This design comes from an exercise in tuning for small area, a short achievable clock period and few clock cycles on the open sky130 flow, not from production work. The RTL was checked by simulation tests, not by an equivalence proof against the original design. Power and IR drop assume default switching activity.

the baseline:
==> flow/design.v <==
`timescale 1ns / 1ps
`default_nettype none
module bpsb_add #(
  parameter int W = 26
) (
  input  logic [W-1:0] a,
  input  logic [W-1:0] b,
  input  logic         ci,
  output logic [W-1:0] s
);
  localparam int L = $clog2(W);
  logic [W-1:0] p0;
  logic [W-1:0] g [0:L];
  logic [W-1:0] p [0:L];
  logic [W:0]   c;
  assign p0 = a ^ b;
  assign g[0] = a & b;
  assign p[0] = p0;
  for (genvar l = 0; l < L; l++) begin : g_lvl
    for (genvar i = 0; i < W; i++) begin : g_bit
      if (((i >> l) & 1) == 1) begin : g_merge
        localparam int J = ((i >> l) << l) - 1;
        assign g[l+1][i] = g[l][i] | (p[l][i] & g[l][J]);
        assign p[l+1][i] = p[l][i] & p[l][J];
      end else begin : g_pass
        assign g[l+1][i] = g[l][i];
        assign p[l+1][i] = p[l][i];
      end
    end
  end
  assign c[0] = ci;
  for (genvar i = 0; i < W; i++) begin : g_carry
    assign c[i+1] = g[L][i] | (p[L][i] & ci);
  end
  assign s = p0 ^ c[W-1:0];
endmodule
`default_nettype wire
`timescale 1ns / 1ps
`default_nettype none
module bmp_pixel_stream_blitter_core (
  input  logic        clk,
  input  logic        rst,
  input  logic        pixels_valid,
  output logic        pixels_ready,
  input  logic [7:0]  pixels_pixel_byte,
  input  logic        pixels_image_start,
  output logic        writes_valid,
  input  logic        writes_ready,
  output logic [25:0] writes_write_address,
  output logic [31:0] writes_write_data,
  output logic        writes_final_write,
  input  logic        cfg_write,
  input  logic [2:0]  cfg_index,
  input  logic [19:0] cfg_data
);
  logic        c_depth;
  logic [12:0] c_w;
  logic        c_neg;
  logic [12:0] c_h;
  logic [11:0] c_xo;
  logic [11:0] c_yo;
  logic [12:0] c_px;       
  logic [12:0] c_pitch;
  logic [19:0] c_sh;
  logic        depth_n;
  assign depth_n = rst ? 1'b0 : (cfg_write && cfg_index == 3'd0) ? cfg_data[0] : c_depth;
  assign c_pitch = c_px ^ {13{!c_neg}};
  logic [12:0] hneg;
  logic [12:0] heff;
  assign hneg = ~cfg_data[12:0] + 13'd1;
  always_comb begin
    if (cfg_data[13]) heff = cfg_data[12] ? hneg : 13'd4096;
    else heff = (cfg_data[12] && cfg_data[11:0] != 12'd0) ? 13'd4096 : cfg_data[12:0];
  end
  always_ff @(posedge clk) begin
    if (rst) begin
      c_depth <= 1'b0;
      c_w <= '0;
      c_neg <= 1'b0;
      c_h <= '0;
      c_xo <= '0;
      c_yo <= '0;
      c_px <= 13'h1ffe;
      c_sh <= '0;
    end else if (cfg_write) begin
      case (cfg_index)
        3'd0: c_depth <= cfg_data[0];
        3'd1: c_w <= (cfg_data[12] && (cfg_data[11:0] != 12'd0)) ? 13'd4096 : cfg_data[12:0];
        3'd2: begin
          c_neg <= cfg_data[13];
          c_px <= c_px ^ {13{c_neg ^ cfg_data[13]}};
          c_h <= heff;
        end
        3'd3: c_xo <= cfg_data[11:0];
        3'd4: c_yo <= cfg_data[11:0];
        3'd5: c_px <= cfg_data[12:0] ^ {13{!c_neg}};
        3'd6: c_sh <= cfg_data[19:0];
        default: ;
      endcase
    end
  end
  logic trig;
  assign trig = cfg_write && (cfg_index >= 3'd2) && (cfg_index <= 3'd5);
  logic [1:0]  pos;        
  logic [7:0]  raw0, raw1, raw2;
  logic [1:0]  k;          
  logic [11:0] col;
  logic [12:0] row;
  logic [1:0]  pad;
  logic        idle;
  logic        wv;
  logic        wfin;
  logic [31:0] wdata;
  logic [25:0] waddr;
  logic        addr_ok;    
  logic [25:0] rb;         
  logic [25:0] rb0;        
  logic        busy;       
  logic        m_w;        
  logic        m_h;        
  logic        m_x;        
  logic        phb;        
  logic [3:0]  cnt;
  assign writes_valid = wv;
  assign writes_final_write = wfin;
  assign writes_write_data = wdata;
  assign writes_write_address = waddr;
  logic st_pad;        
  logic st_full;       
  logic ns_data;       
  logic ns_comp;       
  logic ns_pad;        
  logic s_idle;        
  logic lim_eq;        
  logic k_lt;          
  logic can_complete;
  logic accept;
  logic start;
  logic out_free;
  assign st_pad = (pad != 2'd0);
  assign st_full = c_depth ? (pos == 2'd3) : pos[1];
  assign ns_data = !idle && !st_pad && !st_full;
  assign ns_comp = !idle && !st_pad && st_full;
  assign ns_pad = !idle && st_pad;
  assign s_idle = (c_w == 13'd0) || (c_h == 13'd0);
  assign lim_eq = (!c_depth && pos == 2'd3) ? (k == 2'd2) : (k == pos);
  assign k_lt = !lim_eq;
  assign can_complete = !wv && addr_ok && !busy && lim_eq;
  logic rdy;
  assign pixels_ready = rdy;
  assign accept = pixels_valid && pixels_ready;
  assign start = accept && pixels_image_start;
  assign out_free = !wv || writes_ready;
  logic is_data;      
  logic is_comp;      
  assign is_data = accept && !pixels_image_start && ns_data;
  assign is_comp = accept && !pixels_image_start && ns_comp;
  logic [12:0] col_inc;
  logic [13:0] row_inc;
  logic        row_end;
  logic        img_end;
  assign col_inc = {1'b0, col} + 13'd1;
  assign row_inc = {1'b0, row} + 14'd1;
  always_ff @(posedge clk) begin
    row_end <= col_inc >= c_w;
    img_end <= row_inc >= {1'b0, c_h};
  end
  logic [1:0] pos_n;
  logic [1:0] pad_n;
  logic       idle_n;
  always_comb begin
    pos_n = pos;
    pad_n = pad;
    idle_n = idle;
    if (rst) begin
      pos_n = '0;
      idle_n = 1'b1;
      pad_n = '0;
    end else if (accept) begin
      if (pixels_image_start) begin
        pos_n = s_idle ? 2'd0 : 2'd1;
        pad_n = '0;
        idle_n = s_idle;
      end else if (ns_pad) begin
        pad_n = pad - 2'd1;
      end else if (ns_data) begin
        pos_n = pos + 2'd1;
      end else if (ns_comp) begin
        pos_n = 2'd0;
        if (row_end) begin
          if (img_end) idle_n = 1'b1;
          else pad_n = c_depth ? 2'd0 : c_w[1:0];
        end
      end
    end
  end
  always_ff @(posedge clk) begin
    pos <= pos_n;
    pad <= pad_n;
    idle <= idle_n;
    if (accept) begin
      if (pixels_image_start) begin
        col <= '0;
        row <= '0;
      end else if (!ns_pad && !ns_data && ns_comp) begin
        if (row_end) begin
          col <= '0;
          row <= row_inc[12:0];
        end else begin
          col <= col_inc[11:0];
        end
      end
    end
  end
  always_ff @(posedge clk) begin
    if (start ? !s_idle : is_data) begin
      case (start ? 2'd0 : pos)
        2'd0: raw0 <= pixels_pixel_byte;
        2'd1: raw1 <= pixels_pixel_byte;
        default: raw2 <= pixels_pixel_byte;
      endcase
    end
  end
  logic [1:0]  ch;
  logic [7:0]  held;
  logic [7:0]  sh_in;
  logic [4:0]  sh_amt;
  logic [31:0] placed;
  logic        place_new;
  logic        place_old;
  assign ch = (st_full && lim_eq) ? (c_depth ? 2'd3 : 2'd2) : k;
  always_comb begin
    case (k)
      2'd0: held = raw0;
      2'd1: held = raw1;
      default: held = raw2;
    endcase
    case (ch)
      2'd0: sh_amt = c_sh[4:0];
      2'd1: sh_amt = c_sh[9:5];
      2'd2: sh_amt = c_sh[14:10];
      default: sh_amt = c_sh[19:15];
    endcase
  end
  assign sh_in = (start || lim_eq) ? pixels_pixel_byte : held;
  assign placed = {24'd0, sh_in} << sh_amt;
  assign place_new = out_free && (start ? (!s_idle && k == 2'd0) : (is_data && lim_eq));
  assign place_old = out_free && k_lt && !start;
  always_ff @(posedge clk) begin
    if (is_comp || place_new || place_old) begin
      wdata <= (k == 2'd0 ? 32'd0 : wdata) | placed;
    end
  end
  logic [1:0] k_n;
  always_comb begin
    if (rst || cfg_write || is_comp) begin
      k_n = '0;
    end else if (place_new || place_old) begin
      k_n = k + 2'd1;
    end else if (start) begin
      k_n = '0;
    end else begin
      k_n = k;
    end
  end
  always_ff @(posedge clk) k <= k_n;
  logic wv_n;
  assign wv_n = rst ? 1'b0 : is_comp ? 1'b1 : writes_ready ? 1'b0 : wv;
  always_ff @(posedge clk) wv <= wv_n;
  always_ff @(posedge clk) begin
    if (is_comp) wfin <= row_end && img_end;
  end
  logic [14:0] y;
  logic [14:0] y_r;
  logic [12:0] yr;
  logic        pbit;
  logic [25:0] add_a;
  logic [25:0] add_b;
  logic        add_c;
  logic [25:0] sum;
  logic        upd;
  assign yr = phb ? row : 13'd0;
  logic [14:0] yo2;
  logic [14:0] yh2;
  logic [14:0] yr2;
  logic [14:0] ys;
  logic [14:0] yc;
  assign yo2 = {3'd0, c_yo};
  assign yh2 = c_neg ? 15'd0 : {2'd0, c_h};
  assign yr2 = c_neg ? {2'd0, yr} : {2'b11, ~yr};
  assign ys = yo2 ^ yh2 ^ yr2;
  assign yc = (yo2 & yh2) | (yo2 & yr2) | (yh2 & yr2);
  bpsb_add #(.W(15)) u_yadd (.a(ys), .b({yc[13:0], 1'b0}), .ci(1'b0), .s(y));
  always_ff @(posedge clk) begin
    y_r <= y;
    pbit <= c_pitch[m_w ? 4'd12 : (cnt - 4'd1)];
  end
  logic sel_y, sel_x, sel_c, sel_p;
  assign sel_y = m_h && pbit;
  assign sel_x = m_x;
  assign sel_c = !busy && !addr_ok;
  assign sel_p = !busy && addr_ok;
  assign add_a = m_h ? {rb[24:0], 1'b0} : rb;
  assign add_b = ({26{sel_y}} & {{11{y_r[14]}}, y_r})
               | ({26{sel_x}} & {14'd0, c_xo})
               | ({26{sel_c}} & {14'd0, col})
               | ({26{sel_p}} & {{13{!c_neg}}, c_px});
  assign add_c = sel_p && !c_neg;
  bpsb_add #(.W(26)) u_add (.a(add_a), .b(add_b), .ci(add_c), .s(sum));
  assign upd = !busy && !addr_ok && out_free;
  always_ff @(posedge clk) begin
    if (rst) begin
      busy <= 1'b0;
      m_w <= 1'b0;
      m_h <= 1'b0;
      m_x <= 1'b0;
    end else if (trig) begin
      busy <= 1'b1;
      m_w <= 1'b1;
      m_h <= 1'b0;
      m_x <= 1'b0;
      phb <= 1'b0;
    end else if (busy && phb && start) begin
      busy <= 1'b0;
      m_w <= 1'b0;
      m_h <= 1'b0;
      m_x <= 1'b0;
      rb <= rb0;
    end else if (m_w) begin
      rb <= '0;
      m_w <= 1'b0;
      m_h <= 1'b1;
      cnt <= 4'd12;
    end else if (m_h) begin
      rb <= sum;
      cnt <= cnt - 4'd1;
      if (cnt == 4'd0) begin
        m_h <= 1'b0;
        m_x <= 1'b1;
      end
    end else if (m_x) begin
      rb <= sum;
      m_x <= 1'b0;
      busy <= 1'b0;
      if (!phb) begin
        rb0 <= sum;
        if (!start && !idle && row != 13'd0) begin
          busy <= 1'b1;
          m_w <= 1'b1;
          phb <= 1'b1;
        end
      end
    end else if (start) begin
      rb <= rb0;
    end else if (is_comp && row_end) begin
      rb <= sum;
    end
  end
  logic addr_ok_n;
  assign addr_ok_n = (rst || trig || start || is_comp || busy) ? 1'b0 : upd ? 1'b1 : addr_ok;
  always_ff @(posedge clk) addr_ok <= addr_ok_n;
  logic busy_n;
  assign busy_n = !rst && (trig || (busy && !(phb && start) && !(m_x && !(!phb && !start && !idle && row != 13'd0))));
  logic st_full_n;
  logic lim_eq_n;
  assign st_full_n = depth_n ? (pos_n == 2'd3) : pos_n[1];
  assign lim_eq_n = (!depth_n && pos_n == 2'd3) ? (k_n == 2'd2) : (k_n == pos_n);
  always_ff @(posedge clk) begin
    rdy <= !(!idle_n && pad_n == 2'd0 && st_full_n)
           || (!wv_n && addr_ok_n && !busy_n && lim_eq_n && !cfg_write);
  end
  always_ff @(posedge clk) begin
    if (upd) waddr <= sum;
  end
endmodule
`default_nettype wire
Settings: LEC_CHECK=0, CAP_MARGIN=20, CORE_MARGIN=2, CORE_UTILIZATION=40, CTS_BUF_LIST=sky130_fd_sc_hd__clkbuf_8, CTS_CLUSTER_SIZE=30, SETUP_SLACK_MARGIN=4.8, SLEW_MARGIN=20; clock period 8.0 ns.
run.sh (not shown) runs the stock make flow with config.mk's settings and CLKGATE_MAP_FILE= SYNTH_SCRIPT=/design/flow/synth_recipe.tcl, a recipe that flattens the netlist after the stock synthesis.
Testbench counts of the baseline, summed over its fixed seeds: cycles 38,607.
Edits applied to the flow inputs when going from the baseline to the candidate:
-- flow/design.v --
<<< the baseline, line 68
  logic [12:0] hneg;
  logic [12:0] heff;
  assign hneg = ~cfg_data[12:0] + 13'd1;
  always_comb begin
    if (cfg_data[13]) heff = cfg_data[12] ? hneg : 13'd4096;
>>> the candidate, line 68
  logic [12:0] hneg;
  logic [12:0] heff;
  logic [12:0] hor [0:4];
  assign hor[0] = cfg_data[12:0];
  for (genvar l = 0; l < 4; l++) begin : g_hor
    for (genvar i = 0; i < 13; i++) begin : g_b
      if (i >= (1 << l)) begin : g_m
        assign hor[l+1][i] = hor[l][i] | hor[l][i - (1 << l)];
      end else begin : g_p
        assign hor[l+1][i] = hor[l][i];
      end
    end
  end
  assign hneg = cfg_data[12:0] ^ {hor[4][11:0], 1'b0};
  always_comb begin
    if (cfg_data[13]) heff = cfg_data[12] ? hneg : 13'd4096;
[summary]
Non-clock buffer count: the candidate vs the baseline down 40
The baseline → the candidate: post-route fraction of the period consumed by the critical path moved down; maximum frequency shows an increase of 0.78%; cell count has decreased; setup slack higher; sequential power share climbed 1.3 points.
Critical path depth, the candidate and the baseline: lower on the baseline
In terms of clock transition time at the flip-flop clock pins of the worst setup and hold paths, the candidate and the baseline differ only marginally.
No stage failed in the candidate, and the final checks on the layout all came back clean.
The candidate ended with less wire length than the baseline.
Number of enable-type register cells in the synthesized netlist: the candidate vs the baseline — no meaningful difference
The candidate reports a lower routed metal-1 wirelength than the baseline does.
The proportion of power drawn by the clock network of the candidate is higher than that of the baseline.
Testbench counts of the candidate, summed over its fixed seeds: cycles 38,607.

what the ideal ports hide:
Ports are ideal in the flow. The routed layouts listed here were re-timed in OpenROAD. Step 1: set_driving_cell puts a clkbuf_16 on clk and a buf_2 on each other input, an assumption about the parent block. Step 2 moves the port delays by t, midway between the first and last clock arrival at a register: inputs arrive t later, outputs are due t later. That takes back most of the time a late clock gives input paths. a / b / c = ideal / step 1 / step 2; a / b = the first two.
| run | shift t [ns] | setup slack, ns | hold slack, ns | clock arrival spread, ns | cell pins on the clock port's net |
|---|---|---|---|---|---|
| the baseline | 0.671 | 4.524 / 4.525 / 3.855 | 0.452 / 0.452 / 0.452 | 0.022 / 0.021 | 1 |
| the candidate | 0.669 | 4.551 / 4.551 / 4.171 | 0.451 / 0.451 / 0.451 | 0.034 / 0.034 | 1 |
After both steps every run listed still meets setup and hold. For the baseline, which loses most, drivers alone change the setup slack by +0.001 ns; drivers and shift together by -0.669 ns.
